Background: an optimization exercise with open tools, aiming at small area, a short achievable clock period and few clock cycles per item. Do not read the settings as production practice. Only simulation tests tie the RTL to the original design; equivalence was not proved.

==> inputs of job 7000 <==
## stepper_ramp_period_generator
module stepper_ramp_period_generator (
	input  wire logic        clk,
	input  wire logic        arst_n,
	input  wire logic        s_tvalid,
	output logic             s_tready,
	input  wire logic [31:0] s_tdata,    
	input  wire logic        s_tuser,    
	output logic             m_tvalid,
	input  wire logic        m_tready,
	output logic      [23:0] m_tdata,    
	output logic             m_tlast,    
	input  wire logic        cfg_we,
	input  wire logic [1:0]  cfg_index,
	input  wire logic [55:0] cfg_data
);
clock: 12.0 ns
lec_check: 0
abc_area: 1
cap_margin: 20
core_margin: 2
core_utilization: 40
setup_slack_margin: 4.5
slew_margin: 20
tns_end_percent: 0
run.sh (not shown) runs the stock make flow with config.mk's settings and CLKGATE_MAP_FILE= SYNTH_SCRIPT=/design/flow/synth_recipe.tcl, a recipe that flattens the netlist after the stock synthesis.
==> inputs of job 3982, as changes to job 7000 <==
--- a/flow/config.mk
+++ b/flow/config.mk
@@ -10,3 +10,4 @@
 export CORE_MARGIN = 2
-export CORE_UTILIZATION = 40
+export CORE_UTILIZATION = 48
+export PLACE_DENSITY = 0.65
 export SETUP_SLACK_MARGIN = 4.5
==> tab_implementation.tex <==
\begin{tabular}{lr}
\hline
Metric & Value \\
\hline
\multicolumn{2}{l}{\textbf{Worst setup path}} \\
\quad Register-to-register setup slack & 4.27 ns \\
\quad Combined buffer and inverter count along the critical path & 7 \\
\multicolumn{2}{l}{\textbf{Finish}} \\
\quad Fraction of layout instances using a drive strength above 1 & 9.54\% \\
\quad Number of ordinary and repair buffers in the finished layout & 480 \\
\quad Final core utilization & 54.4\% \\
\multicolumn{2}{l}{\textbf{Status}} \\
\quad Status & finished clean \\
\multicolumn{2}{l}{\textbf{Timing}} \\
\quad Worst-margin pin slew & 1.43 ns \\
\multicolumn{2}{l}{\textbf{Global route}} \\
\quad Initial antenna violation count & 34 \\
\multicolumn{2}{l}{\textbf{Drt}} \\
\quad Total length of routed met3 wires & 57,900 µm \\
\hline
\end{tabular}
the above is filed under job 3982

==> tab_implementation.tex <==
\begin{tabular}{lr}
\hline
Metric & Value \\
\hline
\multicolumn{2}{l}{\textbf{Status}} \\
\quad Status & finished clean \\
\multicolumn{2}{l}{\textbf{Logic synthesis}} \\
\quad Post-synth EDFFs & 137 \\
\quad Share of synthesized flip-flops with an asynchronous set or reset & 47.3\% \\
\multicolumn{2}{l}{\textbf{Worst setup path}} \\
\quad Register-to-register setup slack & 4.42 ns \\
\quad Combined buffer and inverter count along the critical path & 6 \\
\multicolumn{2}{l}{\textbf{Finish}} \\
\quad Number of ordinary and repair buffers in the finished layout & between 600 and 700 \\
\quad Largest register FFs & 65 \\
\quad Leading cell type in the layout, fill and taps excluded & nand2\_1 \\
\multicolumn{2}{l}{\textbf{Drt}} \\
\quad Total length of routed met3 wires & roughly 53,000 µm \\
\multicolumn{2}{l}{\textbf{Timing}} \\
\quad Worst-margin pin slew & 1.33 ns \\
\hline
\end{tabular}
the above is filed under job 7000

Testbench counts of job 7000, summed over its fixed seeds: cycles 84,664, items 21,940.
Testbench counts of job 3982, summed over its fixed seeds: cycles 84,664, items 21,940.

==> branch nickel <==
stepper_ramp_period_generator again, from the RTL that the note above started with.
Settings: LEC_CHECK=0, ABC_AREA=1, CAP_MARGIN=20, CORE_MARGIN=2, CORE_UTILIZATION=40, SETUP_SLACK_MARGIN=5, SLEW_MARGIN=20, TNS_END_PERCENT=0; clock period 12.0 ns.
==> branch yarrow: changes against branch nickel <==
--- a/flow/design.v
+++ b/flow/design.v
@@ -27,14 +27,16 @@
 `default_nettype none
 import srpg_pkg::*;
 module srpg_datapath (
 	input  wire logic        clk,
 	input  wire logic        arst_n,
 	input  wire logic        restart,    
 	input  wire logic        commit,     
+	input  wire logic        park,       
+	input  wire logic [31:0] spec_nx,    
 	input  wire logic        guess_bound,  
 	input  wire logic [31:0] guess_val,
 	input  wire logic [31:0] p_nx,       
 	input  wire logic        ramp_up,    
 	input  wire logic [31:0] period,
 	input  wire logic [55:0] accel_m,
 	output logic             ready,
@@ -79,19 +81,21 @@
 		.c   (addend),
 		.cin (cin),
 		.y   (mac)
 	);
 	logic gsat, hnz;
 	assign gsat = acc > 65'h1_FFFF_FFFD;
 	assign hnz  = gen ? acc[64:1] != '0 : (!acc[64] && acc[63:33] != '0);
-	assign go = restart;
+	assign go = restart || commit;
 	always_comb begin
 		st_nx = '0;
 		if (go) begin
-			if (commit && st[ES_RDY] && sv && p_nx == op_a) begin
+			if (park) begin
+				st_nx[ES_RDY] = 1'b1;
+			end else if (commit && st[ES_RDY] && sv && p_nx == op_a) begin
 				st_nx[ES_A0] = 1'b1;
 			end else begin
 				st_nx[ES_P2] = 1'b1;
 			end
 		end else begin
 			case (1'b1)
 				st[ES_RDY]: st_nx[ES_RDY] = 1'b1;
@@ -112,15 +116,15 @@
 				st[ES_RL]: st_nx[ES_R0] = 1'b1;
 				st[ES_R0]: if (hnz && !(gen && gsat)) st_nx[ES_R1] = 1'b1; else st_nx[ES_RDY] = 1'b1;
 				st[ES_R1]: st_nx[ES_RDY] = 1'b1;
 				default:   st_nx[ES_RDY] = 1'b1;
 			endcase
 		end
 	end
-	assign acc_en = st[ES_RDY] ? go : !(st[ES_QL] || st[ES_RL]);
+	assign acc_en = st[ES_RDY] ? commit : !(st[ES_QL] || st[ES_RL]);
 	assign acc_nx = acc_en ? mac : acc;
 	always_comb begin
 		x_nx = x;
 		if (!go) begin
 			if (st[ES_A0] || st[ES_FA] || st[ES_R0]) x_nx = acc[63:0];
 			if (st[ES_A3] || st[ES_FB]) x_nx[31:0] = acc[31:0];
 			if (st[ES_Q0]) x_nx = q ^ {64{ramp_up && q[63:32] == '0}};
@@ -135,15 +139,18 @@
 	assign s_hi    = st_nx[ES_F] || (!go && st_nx[ES_RDY] && (st[ES_R0] || st[ES_R1]) && !guess_bound);
 	assign s_f0    = st_nx[ES_R0] && st[ES_F];
 	assign s_early = !(s_lo || s_q || s_hi || s_f0);
 	always_comb begin
 		early_a = '0;
 		early_b = '0;
 		if (go) begin
-			if (st_nx[ES_P2]) begin
+			if (st_nx[ES_RDY]) begin
+				early_a = spec_nx;
+				early_b = spec_nx;
+			end else if (st_nx[ES_P2]) begin
 				early_a = p_nx;
 				early_b = p_nx;
 			end else begin
 				early_b = m0;      
 			end
 		end else if (st_nx[ES_RDY] && (st[ES_R0] || st[ES_R1])) begin
 			early_a = guess_val;
@@ -195,15 +202,15 @@
 	always_ff @(posedge clk or negedge arst_n) begin
 		if (!arst_n) begin
 			st <= ES_N'(1) << ES_RDY;
 			sv <= 1'b0;
 		end else begin
 			st <= st_nx;
 			if (go) begin
-				sv <= 1'b0;
+				sv <= park;
 			end else if (st[ES_R0] || st[ES_R1]) begin
 				sv <= 1'b1;
 			end
 		end
 	end
 	always_ff @(posedge clk) begin
 		acc  <= acc_nx;
@@ -4960,31 +4967,28 @@
 );
 	logic [15:0] base_q, target_q;
 	logic [55:0] accel_m_q;
 	logic [31:0] accel_dist_q;
 	logic [31:0] steps_done_q, steps_left_q, period_q;
 	logic [2:0]  phase_q;         
 	logic        up_q;            
-	logic        eng_ok;          
-	logic        up_nx, restart, out_begin_q;
 	logic        gb_q, gh_q;      
 	logic        out_valid_q;
 	logic [2:0]  out_phase_q;
 	logic        accept, is_ramp, is_next, left_nz;
-	logic [31:0] lo_bound, hi_bound, np, r_val, p_nx;
+	logic [31:0] lo_bound, hi_bound, np, r_val, p_nx, spec_nx;
 	logic        below, above;
-	logic        eng_ready, eng_ready_dp, r_fix;
+	logic        eng_ready, r_fix;
 	logic [31:0] r_fast, r_fixed;
 	logic [31:0] done_nx, left_nx, dist_nx;
 	logic [15:0] base_nx, target_nx;
 	logic [2:0]  phase_nx;
 	assign lo_bound = {target_q, 16'b0};
 	assign hi_bound = {base_q, 16'b0};
 	assign is_ramp  = phase_q == PH_UP || phase_q == PH_DOWN;
-	assign eng_ready = eng_ready_dp && eng_ok;
 	assign left_nz  = steps_left_q != '0;
 	assign s_tready = (!is_ramp || eng_ready) && (!out_valid_q || m_tready);
 	assign accept   = s_tvalid && s_tready;
 	assign is_next  = s_tuser;
 	assign r_val = r_fix ? r_fixed : r_fast;
 	assign below = r_val < lo_bound;
 	assign above = r_val > hi_bound;
@@ -5029,29 +5033,30 @@
 			phase_nx = PH_UP;
 		end else if (left_nx <= dist_nx) begin
 			phase_nx = PH_DOWN;
 		end else begin
 			phase_nx = PH_CRUISE;
 		end
 	end
-	assign p_nx    = accept ? (is_next ? np : hi_bound) : period_q;
-	assign up_nx   = !(phase_nx == PH_CRUISE || phase_nx == PH_DOWN);
-	assign restart = cfg_we || (accept && (!eng_ok || p_nx != period_q || up_nx != up_q));
+	assign p_nx    = accept ? (is_next ? np : '0) : period_q;
+	assign spec_nx = (phase_nx == PH_CRUISE) ? {target_nx, 16'b0} : {base_nx, 16'b0};
 	srpg_datapath u_dp (
 		.clk     (clk),
 		.arst_n  (arst_n),
-		.restart (restart),
+		.restart (cfg_we),
 		.commit  (accept),
+		.park    (!(phase_nx == PH_UP || phase_nx == PH_DOWN)),
+		.spec_nx (spec_nx),
 		.guess_bound (gb_q),
 		.guess_val (gh_q ? hi_bound : lo_bound),
 		.p_nx    (p_nx),
 		.ramp_up (up_q),
 		.period  (period_q),
 		.accel_m (accel_m_q),
-		.ready   (eng_ready_dp),
+		.ready   (eng_ready),
 		.r_fast  (r_fast),
 		.r_fix   (r_fix),
 		.r_fixed (r_fixed)
 	);
 	always_ff @(posedge clk or negedge arst_n) begin
 		if (!arst_n) begin
 			base_q       <= 16'hFFFF;
@@ -5069,43 +5074,40 @@
 	end
 	always_ff @(posedge clk or negedge arst_n) begin
 		if (!arst_n) begin
 			steps_done_q <= '0;
 			steps_left_q <= '0;
 			phase_q      <= PH_START;
 			up_q         <= 1'b0;
-			eng_ok       <= 1'b0;
 			gb_q         <= 1'b0;
 			gh_q         <= 1'b0;
 			out_valid_q  <= 1'b0;
 		end else begin
 			if (accept) begin
 				out_valid_q <= 1'b1;
 			end else if (m_tready) begin
 				out_valid_q <= 1'b0;
 			end
 			if (accept || cfg_we) begin
 				phase_q <= phase_nx;
-				up_q    <= up_nx;
-				eng_ok  <= 1'b1;
+				up_q    <= phase_nx == PH_UP;
 				gb_q    <= (phase_nx == PH_UP && p_nx == {target_nx, 16'b0})
 				        || (phase_nx == PH_DOWN && p_nx == {base_nx, 16'b0});
 				gh_q    <= phase_nx == PH_DOWN;
 			end
 			if (accept) begin
 				steps_done_q <= done_nx;
 				steps_left_q <= left_nx;
 			end
 		end
 	end
 	always_ff @(posedge clk) begin
 		period_q <= p_nx;
 		if (accept) begin
 			out_phase_q  <= is_next ? phase_q : PH_START;
-			out_begin_q  <= !is_next;
 		end
 	end
 	assign m_tvalid = out_valid_q;
-	assign m_tdata  = {5'b0, out_phase_q, out_begin_q ? 16'd0 : period_q[31:16]};
+	assign m_tdata  = {5'b0, out_phase_q, period_q[31:16]};
 	assign m_tlast  = !left_nz;
 endmodule
 `default_nettype wire
==> branch lagoon: changes against branch nickel <==
--- a/flow/design.v
+++ b/flow/design.v
@@ -27,14 +27,16 @@
 `default_nettype none
 import srpg_pkg::*;
 module srpg_datapath (
 	input  wire logic        clk,
 	input  wire logic        arst_n,
 	input  wire logic        restart,    
 	input  wire logic        commit,     
+	input  wire logic        park,       
+	input  wire logic [31:0] spec_nx,    
 	input  wire logic        guess_bound,  
 	input  wire logic [31:0] guess_val,
 	input  wire logic [31:0] p_nx,       
 	input  wire logic        ramp_up,    
 	input  wire logic [31:0] period,
 	input  wire logic [55:0] accel_m,
 	output logic             ready,
@@ -79,19 +81,21 @@
 		.c   (addend),
 		.cin (cin),
 		.y   (mac)
 	);
 	logic gsat, hnz;
 	assign gsat = acc > 65'h1_FFFF_FFFD;
 	assign hnz  = gen ? acc[64:1] != '0 : (!acc[64] && acc[63:33] != '0);
-	assign go = restart;
+	assign go = restart || commit;
 	always_comb begin
 		st_nx = '0;
 		if (go) begin
-			if (commit && st[ES_RDY] && sv && p_nx == op_a) begin
+			if (park) begin
+				st_nx[ES_RDY] = 1'b1;
+			end else if (commit && st[ES_RDY] && sv && p_nx == op_a) begin
 				st_nx[ES_A0] = 1'b1;
 			end else begin
 				st_nx[ES_P2] = 1'b1;
 			end
 		end else begin
 			case (1'b1)
 				st[ES_RDY]: st_nx[ES_RDY] = 1'b1;
@@ -112,15 +116,15 @@
 				st[ES_RL]: st_nx[ES_R0] = 1'b1;
 				st[ES_R0]: if (hnz && !(gen && gsat)) st_nx[ES_R1] = 1'b1; else st_nx[ES_RDY] = 1'b1;
 				st[ES_R1]: st_nx[ES_RDY] = 1'b1;
 				default:   st_nx[ES_RDY] = 1'b1;
 			endcase
 		end
 	end
-	assign acc_en = st[ES_RDY] ? go : !(st[ES_QL] || st[ES_RL]);
+	assign acc_en = st[ES_RDY] ? commit : !(st[ES_QL] || st[ES_RL]);
 	assign acc_nx = acc_en ? mac : acc;
 	always_comb begin
 		x_nx = x;
 		if (!go) begin
 			if (st[ES_A0] || st[ES_FA] || st[ES_R0]) x_nx = acc[63:0];
 			if (st[ES_A3] || st[ES_FB]) x_nx[31:0] = acc[31:0];
 			if (st[ES_Q0]) x_nx = q ^ {64{ramp_up && q[63:32] == '0}};
@@ -135,15 +139,18 @@
 	assign s_hi    = st_nx[ES_F] || (!go && st_nx[ES_RDY] && (st[ES_R0] || st[ES_R1]) && !guess_bound);
 	assign s_f0    = st_nx[ES_R0] && st[ES_F];
 	assign s_early = !(s_lo || s_q || s_hi || s_f0);
 	always_comb begin
 		early_a = '0;
 		early_b = '0;
 		if (go) begin
-			if (st_nx[ES_P2]) begin
+			if (st_nx[ES_RDY]) begin
+				early_a = spec_nx;
+				early_b = spec_nx;
+			end else if (st_nx[ES_P2]) begin
 				early_a = p_nx;
 				early_b = p_nx;
 			end else begin
 				early_b = m0;      
 			end
 		end else if (st_nx[ES_RDY] && (st[ES_R0] || st[ES_R1])) begin
 			early_a = guess_val;
@@ -195,15 +202,15 @@
 	always_ff @(posedge clk or negedge arst_n) begin
 		if (!arst_n) begin
 			st <= ES_N'(1) << ES_RDY;
 			sv <= 1'b0;
 		end else begin
 			st <= st_nx;
 			if (go) begin
-				sv <= 1'b0;
+				sv <= park;
 			end else if (st[ES_R0] || st[ES_R1]) begin
 				sv <= 1'b1;
 			end
 		end
 	end
 	always_ff @(posedge clk) begin
 		acc  <= acc_nx;
@@ -4960,33 +4967,31 @@
 );
 	logic [15:0] base_q, target_q;
 	logic [55:0] accel_m_q;
 	logic [31:0] accel_dist_q;
 	logic [31:0] steps_done_q, steps_left_q, period_q;
 	logic [2:0]  phase_q;         
 	logic        up_q;            
-	logic        eng_ok;          
-	logic        up_nx, restart, out_begin_q;
 	logic        gb_q, gh_q;      
+	logic        rep_q, rep_nx;   
 	logic        out_valid_q;
 	logic [2:0]  out_phase_q;
 	logic        accept, is_ramp, is_next, left_nz;
-	logic [31:0] lo_bound, hi_bound, np, r_val, p_nx;
+	logic [31:0] lo_bound, hi_bound, np, r_val, p_nx, spec_nx;
 	logic        below, above;
-	logic        eng_ready, eng_ready_dp, r_fix;
+	logic        eng_ready, r_fix;
 	logic [31:0] r_fast, r_fixed;
 	logic [31:0] done_nx, left_nx, dist_nx;
 	logic [15:0] base_nx, target_nx;
 	logic [2:0]  phase_nx;
 	assign lo_bound = {target_q, 16'b0};
 	assign hi_bound = {base_q, 16'b0};
 	assign is_ramp  = phase_q == PH_UP || phase_q == PH_DOWN;
-	assign eng_ready = eng_ready_dp && eng_ok;
 	assign left_nz  = steps_left_q != '0;
-	assign s_tready = (!is_ramp || eng_ready) && (!out_valid_q || m_tready);
+	assign s_tready = (!is_ramp || rep_q || eng_ready) && (!out_valid_q || m_tready);
 	assign accept   = s_tvalid && s_tready;
 	assign is_next  = s_tuser;
 	assign r_val = r_fix ? r_fixed : r_fast;
 	assign below = r_val < lo_bound;
 	assign above = r_val > hi_bound;
 	always_comb begin
 		if (phase_q == PH_CRUISE) begin
@@ -5029,29 +5034,31 @@
 			phase_nx = PH_UP;
 		end else if (left_nx <= dist_nx) begin
 			phase_nx = PH_DOWN;
 		end else begin
 			phase_nx = PH_CRUISE;
 		end
 	end
-	assign p_nx    = accept ? (is_next ? np : hi_bound) : period_q;
-	assign up_nx   = !(phase_nx == PH_CRUISE || phase_nx == PH_DOWN);
-	assign restart = cfg_we || (accept && (!eng_ok || p_nx != period_q || up_nx != up_q));
+	assign p_nx    = (accept && !(is_next && is_ramp && rep_q)) ? (is_next ? np : '0) : period_q;
+	assign rep_nx  = accept && is_next && is_ramp && (rep_q || np == period_q) && phase_nx == phase_q;
+	assign spec_nx = rep_nx ? period_q : (phase_nx == PH_CRUISE) ? {target_nx, 16'b0} : {base_nx, 16'b0};
 	srpg_datapath u_dp (
 		.clk     (clk),
 		.arst_n  (arst_n),
-		.restart (restart),
+		.restart (cfg_we),
 		.commit  (accept),
+		.park    (!(phase_nx == PH_UP || phase_nx == PH_DOWN) || rep_nx),
+		.spec_nx (spec_nx),
 		.guess_bound (gb_q),
 		.guess_val (gh_q ? hi_bound : lo_bound),
 		.p_nx    (p_nx),
 		.ramp_up (up_q),
 		.period  (period_q),
 		.accel_m (accel_m_q),
-		.ready   (eng_ready_dp),
+		.ready   (eng_ready),
 		.r_fast  (r_fast),
 		.r_fix   (r_fix),
 		.r_fixed (r_fixed)
 	);
 	always_ff @(posedge clk or negedge arst_n) begin
 		if (!arst_n) begin
 			base_q       <= 16'hFFFF;
@@ -5069,43 +5076,42 @@
 	end
 	always_ff @(posedge clk or negedge arst_n) begin
 		if (!arst_n) begin
 			steps_done_q <= '0;
 			steps_left_q <= '0;
 			phase_q      <= PH_START;
 			up_q         <= 1'b0;
-			eng_ok       <= 1'b0;
 			gb_q         <= 1'b0;
+			rep_q        <= 1'b0;
 			gh_q         <= 1'b0;
 			out_valid_q  <= 1'b0;
 		end else begin
 			if (accept) begin
 				out_valid_q <= 1'b1;
 			end else if (m_tready) begin
 				out_valid_q <= 1'b0;
 			end
 			if (accept || cfg_we) begin
 				phase_q <= phase_nx;
-				up_q    <= up_nx;
-				eng_ok  <= 1'b1;
+				up_q    <= phase_nx == PH_UP;
 				gb_q    <= (phase_nx == PH_UP && p_nx == {target_nx, 16'b0})
 				        || (phase_nx == PH_DOWN && p_nx == {base_nx, 16'b0});
 				gh_q    <= phase_nx == PH_DOWN;
+				rep_q   <= rep_nx;
 			end
 			if (accept) begin
 				steps_done_q <= done_nx;
 				steps_left_q <= left_nx;
 			end
 		end
 	end
 	always_ff @(posedge clk) begin
 		period_q <= p_nx;
 		if (accept) begin
 			out_phase_q  <= is_next ? phase_q : PH_START;
-			out_begin_q  <= !is_next;
 		end
 	end
 	assign m_tvalid = out_valid_q;
-	assign m_tdata  = {5'b0, out_phase_q, out_begin_q ? 16'd0 : period_q[31:16]};
+	assign m_tdata  = {5'b0, out_phase_q, period_q[31:16]};
 	assign m_tlast  = !left_nz;
 endmodule
 `default_nettype wire
==> results.txt <==
metric	branch lagoon	branch yarrow	branch nickel
Worst clock skew	0.0381 ns	0.0317 ns	0.0240 ns
Synth-to-Final Area Change	23.2%	16.0%	21.3%
Stages on worst setup path	41	28	40
Highest fanout seen on the critical path	26	15	14
Met2 Routed Length	162,000 um	156,000 um	154,000 um
Result of the run	complete, no violations	complete, no violations	complete, no violations
Routed WL per cell	37.9 um	36.3 um	35.6 um
Count of flip-flops with a built-in enable after synthesis	136	136	137
Global Route Usage Sum	0.497	0.482	0.479
Arrival @ worst endpoint	7.68 ns	7.98 ns	7.88 ns
FFs & Latches	441	440	442
Proportion of cell area occupied by multi-input gates	0.618	0.634	0.612
Post-synthesis compound-gate area fraction	0.208	0.215	0.197
Clock transition at path regs	0.06 ns	0.07 ns	0.06 ns
Post-placement cell count	10,495	10,209	10,592
Via count of the first global-routing pass	66,137	64,345	66,232
Testbench counts of branch nickel, summed over its fixed seeds: cycles 84,664, items 21,940.
Testbench counts of branch yarrow, summed over its fixed seeds: cycles 94,077, items 21,940.
Testbench counts of branch lagoon, summed over its fixed seeds: cycles 86,652, items 21,940.

-- what the ideal ports hide --
The flow's constraints put no driver on any port. The routed layouts listed below were extracted and timed again, unchanged, in two steps.
Step 1 (the two cells are an assumption about what drives the block):
set clk [get_ports {clk}]
set_driving_cell -lib_cell sky130_fd_sc_hd__clkbuf_16 $clk
set_driving_cell -lib_cell sky130_fd_sc_hd__buf_2 [delete_from_list [all_inputs] $clk]
Step 2 adds t to the input delays and takes it off the output delays; t is the mean of the earliest and latest rising clock arrival at the registers after step 1. Input paths then give back, and output paths get back, about the clock's delay inside the block.
Three values: ideal ports, drivers, drivers and shift; two values: the first two.
| run | t, ns | setup WS [ns] | clock arrival spread, ns | pins driven straight from the clock port |
|---|---|---|---|---|
| job 7000 | 0.788 | 4.423 / 4.423 / 3.777 | 0.038 / 0.038 | 1 |
| job 3982 | 0.749 | 4.269 / 4.269 / 3.764 | 0.043 / 0.042 | 1 |
| branch nickel | 0.749 | 4.509 / 4.509 / 4.097 | 0.024 / 0.024 | 1 |
| branch yarrow | 0.748 | 4.611 / 4.611 / 4.097 | 0.032 / 0.032 | 1 |
| branch lagoon | 0.759 | 4.917 / 4.917 / 4.247 | 0.038 / 0.038 | 1 |
After both steps setup and hold are still met in every run listed. The setup slack of branch lagoon, which loses most, moves by 0.000 ns with the drivers and by -0.670 ns with both steps.
